Background: an optimization exercise with open tools, aiming at small area. Do not read the settings as production practice.
RTL that was checked went through simulation tests only; none was proved equivalent to the original.
Function not checked in run 2: the RTL went through the layout flow alone.
Power and IR drop assume default switching activity.

## flow/flow/run.sh

```bash
#!/bin/bash
# Own layout flow: the standard flow with three changes.
#  1. After the standard synthesis, the combinational logic is mapped again
#     by ABC for area (remap.ys): each ABC script in scripts.abc is tried and
#     the netlist with the smallest cell area is kept. Every register keeps
#     the instance, name and cell the standard synthesis gave it.
#  2. Port buffers are the smallest buffer cell.
#  3. Clock tree synthesis uses larger sink clusters and no dummy loads.
# Each tool's full output goes to a log file in this folder.
set -euo pipefail
HERE=$(pwd)
R=$HERE/orfs/results/$FLOW_PLATFORM/c_subset_token_scanner/base
LIB=$FLOW_HOME/platforms/$FLOW_PLATFORM/lib/sky130_fd_sc_hd__tt_025C_1v80.lib
YOSYS=$FLOW_HOME/../tools/install/yosys/bin/yosys
[[ -x $YOSYS ]] || YOSYS=yosys

bash standard.sh synth > 1_standard_synth.log 2>&1
cp "$R/1_2_yosys.v" "$HERE/1_2_yosys_standard.v"

python3 flow/mklibs.py "$LIB" "$HERE/comb.lib" "$HERE/abc.lib" > 2_mklibs.log 2>&1

best=""; best_area=""
i=0
while IFS= read -r script; do
  [[ -z "$script" ]] && continue
  i=$((i + 1))
  printf '%s\n' "$script" > "remap_$i.abc"
  sed -e "s#@LIB@#$LIB#; s#@COMB@#$HERE/comb.lib#; s#@ABCLIB@#$HERE/abc.lib#" \
      -e "s#@IN@#$HERE/1_2_yosys_standard.v#; s#@TOP@#$FLOW_TOP#" \
      -e "s#@SCRIPT@#$HERE/remap_$i.abc#; s#@OUT@#$HERE/1_2_yosys_remap_$i.v#" \
      flow/remap.ys.in > "remap_$i.ys"
  if "$YOSYS" -l "3_remap_$i.log" "remap_$i.ys" > /dev/null 2>&1; then
    area=$(grep "Chip area" "3_remap_$i.log" | tail -1 | awk '{print $NF}')
    echo "script $i: area $area: $script" >> 3_remap_summary.log
    if [[ -n "$area" ]] && { [[ -z "$best_area" ]] || python3 -c "import sys; sys.exit(0 if float('$area') < float('$best_area') else 1)"; }; then
      best=$i; best_area=$area
    fi
  else
    echo "script $i: failed: $script" >> 3_remap_summary.log
  fi
done < flow/scripts.abc
echo "kept script $best (area $best_area)" >> 3_remap_summary.log
cp "$HERE/1_2_yosys_remap_$best.v" "$R/1_2_yosys.v"
rm -f "$R/1_synth.odb" "$R/1_synth.sdc"

export BUFFER_PORTS_ARGS="-buffer_cell sky130_fd_sc_hd__buf_1"
export CTS_ARGS="-sink_clustering_enable -repair_clock_nets -dont_use_dummy_load -sink_clustering_size 24 -sink_clustering_max_diameter 50 -buf_list {sky130_fd_sc_hd__clkbuf_4 sky130_fd_sc_hd__clkbuf_8}"
bash standard.sh > 4_standard_layout.log 2>&1
```

## flow/flow/mklibs.py

```python
#!/usr/bin/env python3
"""Write two cut-down copies of the platform liberty for remap.ys:
comb.lib - every combinational cell (no ff/latch/statetable), read as white boxes
abc.lib  - the cells ABC may map to: comb.lib less the platform's don't-use
           (lpflow, probe) cells and cells without a function."""
import re, sys
src, comb_out, abc_out = sys.argv[1:4]
t = open(src).read()
idx = [m.start() for m in re.finditer(r'\n\s*cell\s*\(', t)]
head = t[:idx[0]]
end = t.rindex('}')
cells = [t[idx[i]:(idx[i + 1] if i + 1 < len(idx) else end)] for i in range(len(idx))]
comb, abc = [], []
for c in cells:
    name = re.search(r'cell\s*\(\s*"?(\w+)', c).group(1)
    if re.search(r'\n\s*(ff|latch|statetable)\s*\(', c):
        continue
    comb.append(c)
    if 'lpflow' in name or 'probe' in name or not re.search(r'function\s*:', c):
        continue
    abc.append(c)
open(comb_out, 'w').write(head + ''.join(comb) + '\n}\n')
open(abc_out, 'w').write(head + ''.join(abc) + '\n}\n')
print(len(cells), 'cells;', len(comb), 'combinational;', len(abc), 'for ABC')
```

## flow/flow/remap.ys.in

```
# Re-map the combinational logic of the standard synthesis netlist for area.
# Registers (and every other sequential cell) stay the cells and instances
# that the standard synthesis made; only the logic between them changes.
read_liberty -lib @LIB@
read_liberty -wb -overwrite @COMB@
read_verilog @IN@
hierarchy -top @TOP@
flatten -wb
opt -fast
abc -liberty @ABCLIB@ -script @SCRIPT@
opt_clean -purge
splitnets
opt_clean -purge
hilomap -singleton -hicell sky130_fd_sc_hd__conb_1 HI -locell sky130_fd_sc_hd__conb_1 LO
insbuf -buf sky130_fd_sc_hd__buf_4 A X
opt_clean -purge
stat -liberty @LIB@
write_verilog -noattr -noexpr -nohex -nodec @OUT@
```

## flow/flow/scripts.abc

```
strash; dc2; dc2; &get -n; &dch -f; &nf -R 1000; &put
strash; dc2; dc2; dc2; &get -n; &dch -f; &nf -R 1000; &put
strash; dc2; dc2; &get -n; &dch -f; &nf -R 1000; &put; strash; dc2; &get -n; &dch -f; &nf -R 1000; &put
strash; dc2; dc2; dch -f; amap
strash; dc2; &get -n; &st; &syn2; &dch -f; &nf -R 1000; &put
strash; ifraig; dc2; dc2; &get -n; &dch -f; &nf -R 1000; &put
```

## flow/standard.sh

```bash
#!/bin/bash
# synth_recipe.tcl (not shown) runs the flow's synth.tcl, then flattens the netlist and writes it again
# the make line also repeats each setting of config.mk as NAME=value (left out here)
make -C /OpenROAD-flow-scripts/flow DESIGN_CONFIG=/design/flow/config.mk WORK_HOME=/design/flow/orfs CLKGATE_MAP_FILE= SYNTH_SCRIPT=/design/flow/synth_recipe.tcl "${@:-finish}"
```

## flow/config.mk

```make
export PLATFORM = sky130hd
export DESIGN_NAME = c_subset_token_scanner
export DESIGN_NICKNAME = c_subset_token_scanner
export VERILOG_FILES = /design/flow/design.v
export SDC_FILE = /design/flow/constraint.sdc
export NUM_CORES = 4
export LEC_CHECK = 0
export CAP_MARGIN = 20
export CORE_MARGIN = 2
export CORE_UTILIZATION = 40
export SLEW_MARGIN = 20
```

## flow/constraint.sdc

```tcl
create_clock -name core_clock -period 8.0 [get_ports {clk}]
set_input_delay 1.6000 -clock core_clock [delete_from_list [all_inputs] [get_ports {clk}]]
set_output_delay 1.6000 -clock core_clock [all_outputs]
set_load 0.01 [all_outputs]
```

## flow/design.v

```verilog
package cst_pkg;
  localparam int LINE_W   = 16;
  localparam int START_W  = 24;
  localparam int LENGTH_W = 16;
  localparam int ENTRY_W = 72;
  localparam logic [3:0] TK_NONE = 4'd2;
endpackage
module cst_front (
  input  logic        clk,
  input  logic        rst,
  input  logic        src_valid,
  input  logic [8:0]  src_item,
  input  logic        full,
  output logic        fire,
  output logic        push,
  output logic [71:0] last_entry
);
  localparam logic [2:0] MODE_IDLE     = 3'd0;
  localparam logic [2:0] MODE_NUMBER   = 3'd1;
  localparam logic [2:0] MODE_NUMDOT   = 3'd2;
  localparam logic [2:0] MODE_FRACTION = 3'd3;
  localparam logic [2:0] MODE_SLASH    = 3'd4;
  localparam logic [2:0] MODE_COMMENT  = 3'd5;
  localparam logic [2:0] MODE_IDENT    = 3'd7;
  localparam logic [4:0] ST_FINISHED   = 5'd6;
  logic [4:0]  st;
  logic [2:0]  mode, mode_next;
  logic [3:0]  kw_progress, kw_next;
  logic        finished, finished_next;
  logic [15:0] line_q;
  logic [23:0] origin_q;
  logic [24:0] count_q;
  logic        op_line, op_load;
  logic [1:0]  op_add;
  logic [2:0]  fk_q;
  logic [3:0]  tk_q;
  logic [15:0] line_cur;
  logic [23:0] origin_cur;
  logic [24:0] count_cur;
  logic        eos, active;
  logic [7:0]  c;
  logic        is_letter, is_digit, is_ws, is_lf, is_slash, is_dot, is_punct;
  logic [3:0]  pkind, kw_start, kw_adv;
  logic        do_flush, do_start, cont;
  logic [1:0]  cnt_add;
  logic [24:0] count_sum;
  logic [16:0] line_sum;
  logic [25:0] offset_sum;
  logic [2:0]  fk;
  logic [3:0]  tk;
  assign mode        = st[4] ? MODE_IDENT : (st == ST_FINISHED ? MODE_IDLE : st[2:0]);
  assign kw_progress = st[3:0];
  assign finished    = (st == ST_FINISHED);
  assign fire   = src_valid && !full;
  assign eos    = src_item[0];
  assign c      = src_item[8:1];
  assign active = fire && !eos && !finished;
  assign is_letter = (c >= 8'h61 && c <= 8'h7A) || (c >= 8'h41 && c <= 8'h5A) || c == 8'h5F;
  assign is_digit  = c >= 8'h30 && c <= 8'h39;
  assign is_ws     = c == 8'h20 || c == 8'h09 || c == 8'h0D;
  assign is_lf     = c == 8'h0A;
  assign is_slash  = c == 8'h2F;
  assign is_dot    = c == 8'h2E;
  always_comb begin
    is_punct = 1'b1;
    case (c)
      8'h28:   pkind = 4'd4;
      8'h29:   pkind = 4'd5;
      8'h7B:   pkind = 4'd6;
      8'h7D:   pkind = 4'd7;
      8'h5B:   pkind = 4'd8;
      8'h5D:   pkind = 4'd9;
      8'h3B:   pkind = 4'd10;
      8'h7E:   pkind = 4'd11;
      8'h2D:   pkind = 4'd12;
      default: begin pkind = 4'd1; is_punct = 1'b0; end
    endcase
  end
  always_comb begin
    case (c)
      8'h69:   kw_start = 4'd1;
      8'h76:   kw_start = 4'd4;
      8'h72:   kw_start = 4'd8;
      default: kw_start = 4'd0;
    endcase
  end
  always_comb begin
    kw_adv = 4'd0;
    case (kw_progress)
      4'd1:  if (c == 8'h6E) kw_adv = 4'd2;
      4'd2:  if (c == 8'h74) kw_adv = 4'd3;
      4'd4:  if (c == 8'h6F) kw_adv = 4'd5;
      4'd5:  if (c == 8'h69) kw_adv = 4'd6;
      4'd6:  if (c == 8'h64) kw_adv = 4'd7;
      4'd8:  if (c == 8'h65) kw_adv = 4'd9;
      4'd9:  if (c == 8'h74) kw_adv = 4'd10;
      4'd10: if (c == 8'h75) kw_adv = 4'd11;
      4'd11: if (c == 8'h72) kw_adv = 4'd12;
      4'd12: if (c == 8'h6E) kw_adv = 4'd13;
      default: kw_adv = 4'd0;
    endcase
  end
  always_comb begin
    cont    = 1'b0;
    cnt_add = 2'd1;
    case (mode)
      MODE_IDENT:    cont = is_letter || is_digit;
      MODE_NUMBER:   begin cont = is_digit || is_dot; cnt_add = {1'b0, !is_dot}; end
      MODE_NUMDOT:   begin cont = is_digit; cnt_add = 2'd2; end
      MODE_FRACTION: cont = is_digit;
      MODE_SLASH:    cont = is_slash;
      MODE_COMMENT:  cont = 1'b1;
      default:       cont = 1'b0;
    endcase
  end
  assign do_start = active && !cont;
  assign do_flush = (fire && eos && !finished) || do_start;
  always_comb begin
    mode_next     = mode;
    kw_next       = kw_progress;
    finished_next = finished;
    if (active) begin
      if (cont) begin
        kw_next = kw_adv;
        case (mode)
          MODE_NUMBER:  if (is_dot) mode_next = MODE_NUMDOT;
          MODE_NUMDOT:  mode_next = MODE_FRACTION;
          MODE_SLASH:   mode_next = MODE_COMMENT;
          MODE_COMMENT: if (is_lf) mode_next = MODE_IDLE;
          default:      mode_next = mode;
        endcase
      end else begin
        kw_next = kw_start;
        if (is_slash)       mode_next = MODE_SLASH;
        else if (is_letter) mode_next = MODE_IDENT;
        else if (is_digit)  mode_next = MODE_NUMBER;
        else                mode_next = MODE_IDLE;
      end
    end
    if (fire && eos) begin
      finished_next = 1'b1;
      mode_next     = MODE_IDLE;
      kw_next       = 4'd0;
    end
  end
  always_comb begin
    fk = 3'd0;
    if (do_flush) begin
      case (mode)
        MODE_IDENT: begin
          case (kw_progress)
            4'd3:    fk = 3'd5;
            4'd7:    fk = 3'd6;
            4'd13:   fk = 3'd7;
            default: fk = 3'd3;
          endcase
        end
        MODE_NUMBER, MODE_FRACTION: fk = 3'd2;
        MODE_NUMDOT:                fk = 3'd4;
        MODE_SLASH:                 fk = 3'd1;
        default:                    fk = 3'd0;
      endcase
    end
  end
  always_comb begin
    tk = cst_pkg::TK_NONE;
    if (fire && eos)
      tk = 4'd0;
    else if (do_start && !(is_ws || is_lf || is_slash || is_letter || is_digit))
      tk = pkind;
  end
  assign push = fire && (fk != 3'd0 || tk != cst_pkg::TK_NONE);
  assign offset_sum = {1'b0, origin_q, 1'b1} + {1'b0, count_q[23:0], fk_q == 3'd4};
  assign count_sum  = {1'b0, count_q[23:0]} + {23'd0, op_add};
  assign line_sum   = {1'b0, line_q} + 17'd1;
  assign line_cur   = op_line ? (line_sum[15:0] | {16{line_sum[16]}}) : line_q;
  assign origin_cur = op_load ? (offset_sum[24:1] | {24{offset_sum[25] | count_q[24]}}) : origin_q;
  assign count_cur  = op_load ? {23'd0, op_add} : {count_q[24] | count_sum[24], count_sum[23:0]};
  assign last_entry = {line_q, origin_q, count_q, fk_q, tk_q};
  always_ff @(posedge clk) begin
    if (rst) begin
      st       <= 5'd0;
      line_q   <= 16'd1;
      origin_q <= '0;
      count_q  <= '0;
      op_line  <= 1'b0;
      op_load  <= 1'b0;
      op_add   <= 2'd0;
    end else begin
      st       <= finished_next ? ST_FINISHED :
                  (mode_next == MODE_IDENT) ? {1'b1, kw_next} : {2'b00, mode_next};
      if (fire) begin
        line_q   <= line_cur;
        origin_q <= origin_cur;
        count_q  <= count_cur;
        op_line  <= active && is_lf;
        op_load  <= do_flush;
        op_add   <= (active && cont) ? cnt_add : {1'b0, do_start};
      end
    end
  end
  always_ff @(posedge clk) begin
    if (fire) begin
      fk_q   <= fk;
      tk_q   <= tk;
    end
  end
endmodule
module cst_queue (
  input  logic        clk,
  input  logic        rst,
  input  logic        fire,
  input  logic        push,
  input  logic [71:0] last_entry,
  output logic        full,
  input  logic        pop,
  output logic [71:0] head,
  output logic        empty
);
  logic [71:0] store [3];
  logic [2:0]  rd_oh, wr_oh;
  logic [1:0]  count;
  logic        none_stored;    
  logic        last_held;      
  logic        pop_last, pop_store, wr;
  assign none_stored = (count == 2'd0);
  assign full        = (count == 2'd3) && last_held;
  assign empty       = none_stored && !last_held;
  assign head        = ({72{!none_stored && rd_oh[0]}} & store[0])
                     | ({72{!none_stored && rd_oh[1]}} & store[1])
                     | ({72{!none_stored && rd_oh[2]}} & store[2])
                     | ({72{none_stored}} & last_entry);
  assign pop_last    = pop && none_stored;
  assign pop_store   = pop && !none_stored;
  assign wr          = fire && last_held && !pop_last;
  always_ff @(posedge clk) begin
    for (int i = 0; i < 3; i++) begin
      if (wr && wr_oh[i]) store[i] <= last_entry;
    end
  end
  always_ff @(posedge clk) begin
    if (rst) begin
      rd_oh     <= 3'b001;
      wr_oh     <= 3'b001;
      count     <= 2'd0;
      last_held <= 1'b0;
    end else begin
      if (wr)        wr_oh <= {wr_oh[1:0], wr_oh[2]};
      if (pop_store) rd_oh <= {rd_oh[1:0], rd_oh[2]};
      count <= count + {1'b0, wr} - {1'b0, pop_store};
      if (fire)          last_held <= push;
      else if (pop_last) last_held <= 1'b0;
    end
  end
endmodule
module cst_back (
  input  logic        clk,
  input  logic        rst,
  input  logic [71:0] head,
  input  logic        empty,
  output logic        pop,
  output logic        tok_valid,
  input  logic        tok_ready,
  output logic [60:0] tok_item
);
  logic [15:0] line;
  logic [23:0] o;
  logic [24:0] n;
  logic [2:0]  fk;
  logic [3:0]  tk;
  logic [1:0]  idx, fc, last_idx;
  logic        tv, is_last, sel_f0, sel_f1, sel_t, numdot, n_big;
  logic [3:0]  kind, f0_kind;
  logic [23:0] start;
  logic [25:0] sum;
  logic [15:0] length;
  assign {line, o, n, fk, tk} = head;
  assign numdot   = (fk == 3'd4);
  assign fc       = {numdot, (fk != 3'd0) && !numdot};
  assign tv       = (tk != cst_pkg::TK_NONE);
  assign last_idx = fc + {1'b0, tv} - 2'd1;
  assign is_last  = (idx == last_idx);
  assign sel_f0   = (idx == 2'd0) && (fk != 3'd0);
  assign sel_f1   = (idx == 2'd1) && numdot;
  assign sel_t    = !sel_f0 && !sel_f1;
  always_comb begin
    case (fk)
      3'd1:    f0_kind = 4'd1;
      3'd3:    f0_kind = 4'd3;
      3'd5:    f0_kind = 4'd13;
      3'd6:    f0_kind = 4'd14;
      3'd7:    f0_kind = 4'd15;
      default: f0_kind = 4'd2;
    endcase
  end
  assign sum = {1'b0, o, 1'b1} + {1'b0, n[23:0] & {24{!sel_f0}}, numdot && sel_t};
  always_comb begin
    start = sum[24:1];
    if (sum[25] || (n[24] && !sel_f0)) start = {23'h7FFFFF, sel_t};
    else if (sel_f1 && sum[24:1] == 24'hFFFFFF) start = 24'hFFFFFE;
  end
  assign n_big = |n[24:16];
  always_comb begin
    if (sel_f0) begin
      kind   = f0_kind;
      length = n[15:0] | {16{n_big}};
    end else if (sel_f1) begin
      kind   = 4'd1;
      length = 16'd1;
    end else begin
      kind   = tk;
      length = {15'd0, tk != 4'd0};
    end
  end
  assign tok_valid = !empty;
  assign pop       = tok_valid && tok_ready && is_last;
  assign tok_item  = {kind, line, start, length, is_last};
  always_ff @(posedge clk) begin
    if (rst) begin
      idx <= 2'd0;
    end else if (tok_valid && tok_ready) begin
      idx <= is_last ? 2'd0 : idx + 2'd1;
    end
  end
endmodule
module c_subset_token_scanner (
  input  logic        clk,
  input  logic        rst,
  input  logic        src_valid,
  output logic        src_ready,
  input  logic [8:0]  src_item,
  output logic        tok_valid,
  input  logic        tok_ready,
  output logic [60:0] tok_item
);
  logic        fire, push, pop, full, empty;
  logic [71:0] last_entry, head;
  assign src_ready = !full;
  cst_front u_front (
    .clk       (clk),
    .rst       (rst),
    .src_valid (src_valid),
    .src_item  (src_item),
    .full      (full),
    .fire      (fire),
    .push      (push),
    .last_entry(last_entry)
  );
  cst_queue u_queue (
    .clk       (clk),
    .rst       (rst),
    .fire      (fire),
    .push      (push),
    .last_entry(last_entry),
    .full      (full),
    .pop       (pop),
    .head      (head),
    .empty     (empty)
  );
  cst_back u_back (
    .clk      (clk),
    .rst      (rst),
    .head     (head),
    .empty    (empty),
    .pop      (pop),
    .tok_valid(tok_valid),
    .tok_ready(tok_ready),
    .tok_item (tok_item)
  );
endmodule
```

==> results of run 1 <==
final cells by class:
class	instances	share of cell area [%]
timing repair buffer	127	4.33
sequential	308	52.5
multi-input combinational	979	36.3
inverter	26	0.617
clock buffer	31	2.66
tap	455	3.55
per-layer routing:
metal	wire length, um	GRT usage [%]	part of all wire, %
met1	15900	26.1	44
met2	17800	33.6	49
met3	1830	1.83	5.0
met4	691	4.46	1.9
met5	0	0	0
path summary, 6_finish.rpt:
| path | cells after the start | to | slack, ns |
|---|---|---|---|
| hold / removal | 1 | u_queue.wr_oh[0] | 0.47 |
| setup / recovery | 26 | tok_item[17] | 0.20 |
| hold reg to reg | 1 | u_queue.wr_oh[0] | 0.47 |
| setup reg to reg | 27 | u_front.origin_q[22] | 0.65 |
critical path: cells and delay by family (launching register included):
kind / cells / cell delay, ns
buffers and inverters: 5 / 0.51
adders and majority gates: 2 / 0.58
xor gates and xnor gates: 1 / 0.07
AOI/OAI and AO/OA: 9 / 1.85
DFF: 1 / 0.37
and+or+nand+nor: 9 / 2.25
flip-flops by register name, indices dropped and copies added (netlist names), 3 cells and up:
signal and flops:
u_front.fk_q 3, u_front.origin_q 24, u_queue.rd_oh 3, u_queue.store 216, u_front.st 5, u_front.tk_q 4
u_front.count_q 25, u_front.line_q 16, u_queue.wr_oh 3
power breakdown:
group | switching (uW) | leakage (uW) | total, uW | internal, uW
clock | 482 | 0.000223 | 824 | 342
sequential | 40.6 | 0.00268 | 1790 | 1750
combinational | 378 | 0.00226 | 571 | 193
total | 900 | 0.00517 | 3190 | 2290
per-stage QoR:
| stage | cells | area, um2 |
|---|---|---|
| 6_report | 1926 | 16000 |
| 5_1_grt | 1926 | 16000 |
| 4_1_cts | 1914 | 15800 |
| 3_5_place_dp | 1872 | 15300 |
| 3_3_place_gp | 1872 | 15300 |
| 2_1_floorplan | 1313 | 14200 |
what timing repair did:
| action | in CTS | in global routing |
|---|---|---|
| setup endpoints to repair | 1 | 1 |
| resized for setup | 4 | 27 |
| buffers inserted | 11 | 12 |
| cloned | 0 | 0 |
| pin swaps | 3 | 25 |
==> flow_results.org, run 1 <==
** GRT
- The first global-routing pass estimated about 57000 um of wire.
- Vias in the first global route :: between 10k and 15k
- Total congestion overflow :: 0
- Entering global routing, the biggest net connects 59 pins.
- Antenna violations before repair :: 0
- Total track usage :: 19.4%

** Floorplanning
- Pin placement for this block handled 76 I/O pins.
- The die covers between 0.03 and 0.04 mm2.
- The initial utilization of the core area, before any placement, comes to 40.8%.
- Floorplan die width :: approximately 190 um
- After floorplanning, the core was divided into between 60 and 70 placement rows.
- From bottom edge to top edge, the die measures 192 um.
- The region available for standard cell placement spans 0.0347 mm2.

** Routing
- In this run the remaining antenna-violating nets after routing total 0.
- Routed length per placed instance :: between 15 and 20 um
- Sum of routed wire length over all layers :: between 30000 and 40000 um
- After the first detailed-routing iteration, the DRC count stood at 909.
- Drt first pass iters :: 7
- Number of DRC violations after detailed routing :: 0
- The routed layout has 11.0k vias.
- In the routed layout, each cell is associated on average with a via count of 5.73.

** Clock tree
- Maximum level of the CTS H-tree :: 1
- Number of buffers inserted by hold repair at cts :: 0
- TritonCTS built the clock tree.
- CTS placed an instance of clkbuf_8 at the clock tree root.
- CTS Sinks :: 308
- Clock latency on the worst-skew pair :: 0.62 ns
- CTS Buffer Depth :: 3
- After clock tree synthesis, the clock-pin slew on the worst setup and hold paths is 0.08 ns.
- In this run, CTS created clock tree buffers numbering 31.

** Yosys
- Nets in the synthesized netlist :: approximately 1.3k
- Synthesis produced a netlist whose cell count is between 1k and 1.5k.
- Mean area per synthesized cell :: 10.8 um2
- Summed instance area of the synthesized netlist :: 0.0142 mm2
- Warnings, synthesis :: 4

** Worst setup path
- STA puts the critical path data arrival time at 6.20 ns.
- STA classifies the critical path endpoint as an output pin.
- Reg2reg start :: u_front.fk_q[2]
- On the worst path, the slowest cell contributes a delay of ~0.56 ns.
- Type of origin of the critical path :: flip-flop
- Among all stages on the critical path, the largest delay is contributed by or4_4.
- Kind of critical path :: flip-flop to output pin
- The critical path starts at u_queue.store[0][5].
- Largest fanout on the critical path :: 3
- At the worst endpoint, the required time is 6.40 ns.

** STA
- For this run, the top clock speed supported by timing is 0.128 GHz.
- Fraction of the cycle the final worst path needs :: 97.6%
- Setup repair after global routing could not meet its margin everywhere.
- Slew headroom :: 37.5%
- The count of endpoints failing hold in the final timing report was 0.
- The final number of max-transition violations was 0.
- Measured slew at the worst slew-check pin :: 0.938 ns
- Hold WS :: 0.472 ns
- After layout, the worst setup slack is 0.196 ns.
- The worst path in the final design needs a cycle of 7.80 ns, including I/O delays and setup.
- On the final layout, the worst clock skew is just under 0.1 ns.
- Setup-failing EPs final :: 0
- Final TNS setup :: 0 ns

** Final layout
- The library cell used most frequently in the layout, excluding fill and tap cells, is edfxtp_1.
- Number of nets in the finished design :: ~1.5k
- The repair_antennas step left the layout with diodes totalling 0.
- The area growth from synthesis to layout is 13.1%.
- Post-layout util :: approximately 46%
- Registers take approximately 0.0084 mm2.
- The filler cells instantiated in the layout total 3279.
- The post-route netlist has just over 8% of its cells at a drive strength greater than 1.
- In the final layout, the multi-input gates occupy 0.00582 mm2.
- Leading cell types in the layout, fill and taps excluded :: edfxtp_1, a21oi_1, nand2_1, nor2_1, o21ai_0

** Job
- Across the run, the number of max-cap violations was 0.

** Place
- Port Buffer Count :: 75
- DPL Wire Length :: 23100 um
- RePlAce Congestion :: 0.896
- Timing analysis after detailed placement gives a worst setup slack of 0.459 ns.

** Hold path
- In this run the most critical hold path is launched from u_queue.wr_oh[0].
- Hold Crit Class :: flip-flop to flip-flop

** Power and ir drop
- Dividing total power by cell area gives a power density of 199 mW/mm2.
- Worst vdd ir :: approximately 0.10 mV
- In this run the static leakage power is 0.00517 uW.
- Total power :: approximately 3200 uW

** Status
- The run finished with no timing, DRC or antenna violations.
==> run 2: changes to the inputs <==
--- a/flow/design.v
+++ b/flow/design.v
@@ -218,21 +218,23 @@
   output logic        empty
 );
   logic [71:0] store [3];
-  logic [2:0]  rd_oh, wr_oh;
-  logic [1:0]  count;
-  logic        none_stored;    
+  logic [3:0]  head_oh;        
+  logic [2:0]  wr_oh, rd_cur, rd_next;
+  logic [1:0]  count, count_next;
   logic        last_held;      
   logic        pop_last, pop_store, wr;
-  assign none_stored = (count == 2'd0);
-  assign full        = (count == 2'd3) && last_held;
-  assign empty       = none_stored && !last_held;
-  assign head        = ({72{!none_stored && rd_oh[0]}} & store[0])
-                     | ({72{!none_stored && rd_oh[1]}} & store[1])
-                     | ({72{!none_stored && rd_oh[2]}} & store[2])
-                     | ({72{none_stored}} & last_entry);
-  assign pop_last    = pop && none_stored;
-  assign pop_store   = pop && !none_stored;
-  assign wr          = fire && last_held && !pop_last;
+  assign full      = (count == 2'd3) && last_held;
+  assign empty     = head_oh[3] && !last_held;
+  assign head      = ({72{head_oh[0]}} & store[0])
+                   | ({72{head_oh[1]}} & store[1])
+                   | ({72{head_oh[2]}} & store[2])
+                   | ({72{head_oh[3]}} & last_entry);
+  assign pop_last  = pop && head_oh[3];
+  assign pop_store = pop && !head_oh[3];
+  assign wr        = fire && last_held && !pop_last;
+  assign count_next = count + {1'b0, wr} - {1'b0, pop_store};
+  assign rd_cur     = head_oh[3] ? wr_oh : head_oh[2:0];
+  assign rd_next    = pop_store ? {rd_cur[1:0], rd_cur[2]} : rd_cur;
   always_ff @(posedge clk) begin
     for (int i = 0; i < 3; i++) begin
       if (wr && wr_oh[i]) store[i] <= last_entry;
@@ -240,14 +242,14 @@
   end
   always_ff @(posedge clk) begin
     if (rst) begin
-      rd_oh     <= 3'b001;
+      head_oh   <= 4'b1000;
       wr_oh     <= 3'b001;
       count     <= 2'd0;
       last_held <= 1'b0;
     end else begin
-      if (wr)        wr_oh <= {wr_oh[1:0], wr_oh[2]};
-      if (pop_store) rd_oh <= {rd_oh[1:0], rd_oh[2]};
-      count <= count + {1'b0, wr} - {1'b0, pop_store};
+      if (wr) wr_oh <= {wr_oh[1:0], wr_oh[2]};
+      count   <= count_next;
+      head_oh <= (count_next == 2'd0) ? 4'b1000 : {1'b0, rd_next};
       if (fire)          last_held <= push;
       else if (pop_last) last_held <= 1'b0;
     end
--- a/flow/flow/run.sh
+++ b/flow/flow/run.sh
@@ -44,5 +44,5 @@
 rm -f "$R/1_synth.odb" "$R/1_synth.sdc"
 
 export BUFFER_PORTS_ARGS="-buffer_cell sky130_fd_sc_hd__buf_1"
-export CTS_ARGS="-sink_clustering_enable -repair_clock_nets -dont_use_dummy_load -sink_clustering_size 24 -sink_clustering_max_diameter 50 -buf_list {sky130_fd_sc_hd__clkbuf_4 sky130_fd_sc_hd__clkbuf_8}"
+export CTS_ARGS="-sink_clustering_enable -repair_clock_nets -dont_use_dummy_load -sink_clustering_size 20 -sink_clustering_max_diameter 60 -buf_list {sky130_fd_sc_hd__clkbuf_4 sky130_fd_sc_hd__clkbuf_8}"
 bash standard.sh > 4_standard_layout.log 2>&1
==> run 2 against run 1 <==
  * Still clean
  * Area after synthesis is 0.83% higher
  * Worst setup slack better by 0.065 ns
  * Non-clock buffer count is 11 lower
  * Sequential power hardly changed
  * Worst hold slack better by 0.0040 ns
  * Via count is 2.8% higher
  * Count of clock-buffer cells in the layout is 2 lower
  * Largest power group unchanged
  * Highest routed layer is now met5
==> flow_results.org, run 2 <==
** Final layout
- The area taken by multi-input logic gates was 0.00599 mm2 (was 0.00582 mm2).
- Layout cells sized above 1 :: 7.43% (was 8.16%)
- The most common library cell in the layout ignoring fill and taps was nand2_1 (was edfxtp_1).
- Leading cell types in the layout, fill and taps excluded :: nand2_1, edfxtp_1, nor2_1 (was edfxtp_1, a21oi_1, nand2_1, nor2_1, o21ai_0)
- The fill cell total of the finished layout was 3351 (was 3279).
- The number of flip-flops under the largest register name came to 216 (unchanged).
- Post-layout util :: 45.4% (was 46.1%)
- Combined flip-flop and latch cell area :: 0.00843 mm2 (was 0.00841 mm2)
- The number of nets in the layout is 1495 (was 1486).
- The register name with the most flops was u_queue.store (unchanged).
- Final cell area excluding filler cells :: 0.0161 mm2 (was 0.0160 mm2)
- Ant. Diodes :: 0 (unchanged)
- The layout overhead on the synthesized area is 12.6% (was 13.1%).
- Registers with the highest flip-flop counts: u_queue.store x216, u_front.count_q x25, u_front.origin_q x24 (unchanged).

** GRT
- The global-route wire length before repair was 60300 um (was 56700 um).
- The leftover overflow at the end of global routing is 0 (unchanged).
- The aggregate global-route resource usage was 20.5% (was 19.4%).
- Vias in the first global route :: 10.8k (was 10.4k)
- The maximum number of pins on one net before global-route repair came to 59 (unchanged).
- The initial antenna violation count is 1 (was 0).

** STA
- The pin slew with the least headroom to its limit is 0.963 ns (was 0.938 ns).
- The setup clock skew after layout is 0.0542 ns (was 0.0979 ns).
- The worst-case headroom to the max-slew limit is 34.1% (was 37.5%).
- Hold WS :: 0.476 ns (was 0.472 ns)
- The count of endpoints failing hold in the final timing report was 0 (unchanged).
- The maximum clock rate came to 0.129 GHz (was 0.128 GHz).
- Setup-failing EPs final :: 0 (unchanged)
- The setup total negative slack came to 0 ns (unchanged).
- The ratio of final minimum period to clock period is 96.7% (was 97.6%).
- The time the final worst path needs with I/O delays and setup came to 7.74 ns (was 7.80 ns).
- The final number of max-transition violations is 0 (unchanged).

** Routing
- Number of DRC violations after detailed routing :: 0 (unchanged)
- The number of design-rule violations left by the first detailed-router iteration came to 958 (was 909).
- DRT antenna net count :: 0 (unchanged)
- Routed length per placed instance :: 19.6 um (was 18.8 um)
- The count of vias placed by the detailed router was 11.3k (was 11.0k).
- The total wirelength of the detailed-routed design came to 38100 um (was 36300 um).
- The number of vias per cell came to 5.84 (was 5.73).
- The detailed-routing iteration count for the pre-antenna-repair pass was 8 (was 7).

** Floorplanning
- The starting density of the core was 40.3% (was 40.8%).
- The placeable core region was 0.0354 mm2 (was 0.0347 mm2).
- The full die area is 0.0372 mm2 (was 0.0369 mm2).
- The x dimension of the die is 193 um (was 192 um).
- The standard-cell row count is 69 (was 68).
- The boundary pin count was 76 (unchanged).
- Die boundary height :: 193 um (was 192 um)

** Worst setup path
- Critical Path End Type :: output pin (unchanged)
- The slowest cell on the critical path was edfxtp_1 (was or4_4).
- The start-to-end type of the worst setup path is flip-flop to output pin (unchanged).
- The worst stage delay on the critical path came to 0.40 ns (was 0.56 ns).
- The worst setup slack for register-to-register paths is 1.91 ns (was 0.65 ns).
- Data required time of the critical path :: 6.40 ns (about the same)
- The data arrival time of the worst path is 6.14 ns (was 6.20 ns).
- Largest fanout on the critical path :: 5 (was 3)
- Type of origin of the critical path :: flip-flop (unchanged)

** Yosys
- Summed instance area of the synthesized netlist :: 0.0143 mm2 (was 0.0142 mm2)
- Mean area per synthesized cell :: 10.7 um2 (was 10.8 um2)
- The count of synthesis-stage warnings from yosys was 4 (unchanged).
- The number of nets in the synthesized netlist was 1346 (was 1326).
- The synthesized instance count was 1333 (was 1313).

** Hold path
- Hold Crit Class :: flip-flop to flip-flop (unchanged)

** Clock tree
- CTS Sinks :: 309 (was 308)
- Clock latency on the worst-skew pair :: 0.59 ns (was 0.62 ns)
- The post-CTS clock slew at the launch and capture registers of the worst setup and hold paths was 0.09 ns (was 0.08 ns).
- The root buffer cell is clkbuf_8 (unchanged).
- Number of clock buffers inserted by TritonCTS :: 29 (was 31)
- The number of levels the H-tree was split into is 1 (unchanged).
- The cts-stage hold buffer count came to 0 (unchanged).
- The TritonCTS clock tree was built (unchanged).
- The maximum buffer depth of the clock tree is 3 (unchanged).

** Place
- DPL Wire Length :: 24100 um (was 23100 um)
- Placement-stage cell area :: 0.0154 mm2 (was 0.0153 mm2)
- The global placer's final weighted congestion is 0.905 (was 0.896).
- The number of input and output port buffers inserted came to 75 (unchanged).

** Status
- Outcome :: no timing/DRC/antenna violations (unchanged)

** Power and ir drop
- The leakage power total is 0.00545 uW (was 0.00517 uW).
- The peak ir drop on the vdd network was 0.139 mV (was 0.100 mV).
- Power per cell area :: 203 mW/mm2 (was 199 mW/mm2)

** Job
- The reported max-cap violation count was 0 (unchanged).
-- run 2: critical path: cells and delay by family, from the launching register on --
family	cells	cell delay (ns)
simple gates	9	1.46
xor+xnor	1	0.09
fa+ha+maj	3	0.99
flops	1	0.40
buf+inv	4	0.53
compound gates	11	2.12
-- run 2: metal layers --
layer	track usage, %	routed length, um
met3	2.68	2360
met4	4.66	809
met2	34.2	17900
met1	28.6	17000
met5	0	11
-- run 2: repair_timing --
action,CTS,global route
setup buffers,3,6
setup endpoints to repair,24,24
gates cloned,2,0
endpoints found under the hold margin,0,0
resized for setup,11,22
pin swaps,3,17
-- run 2: worst paths after layout --
check / startpoint / endpoint / cells past startpoint
max: u_front.fk_q[0] / tok_item[17] / 28
min: u_front.tk_q[2] / u_queue.store[0][2] / 0
max reg2reg: u_front.fk_q[0] / u_front.origin_q[15] / 29
min reg2reg: u_front.tk_q[2] / u_queue.store[0][2] / 0
-- run 2: stage by stage --
stage | setup WS (ns) | power, uW | cells
detailed placement | 0.0440 | 2480 | 1901
CTS | 0.0193 | 3290 | 1935
finish | 0.261 | 3260 | 1941
floorplan | 0.0627 | 2220 | 1333
global route | -0.140 | 3420 | 1941
global placement | 0.162 | 2480 | 1900
-- run 2: report_power, final --
part	total [uW]	switching [uW]	internal, uW
registers	1790	42.0	1750
clock network	804	482	321
logic	671	452	219
total	3260	977	2290
-- run 2: final cells by class --
type	count	share of cell area [%]
clock buffer	29	2.48
inverter	23	0.537
multi-input combinational	1003	37.2
sequential	309	52.4
tap	461	3.59
timing repair buffer	116	3.71

-- separate check: timing with driven ports --
In the flow no input, the clock included, has a driving cell. The finished layouts below were timed again as built, in two steps.
Step 1, drivers: a clkbuf_16 drives clk and a buf_2 each remaining input, both assumed.
Step 2 also shifts input and output timing later by t, the mid clock arrival at the registers, as if the neighbouring blocks saw the same clock.
Slacks: no drivers / after step 1 / after step 2; pairs: no drivers / after step 1.
| run | t, ns | setup WS [ns] | worst hold slack (ns) | worst register clock-pin slew, ns | pins driven straight from the clock port |
|---|---|---|---|---|---|
| run 1 | 0.621 | 0.196 / 0.148 / 0.650 | 0.472 / 0.472 / 0.472 | 0.11 / 0.11 | 1 |
| run 2 | 0.611 | 0.261 / 0.215 / 0.826 | 0.476 / 0.476 / 0.476 | 0.11 / 0.11 | 1 |
After both steps setup and hold are still met in every run listed.
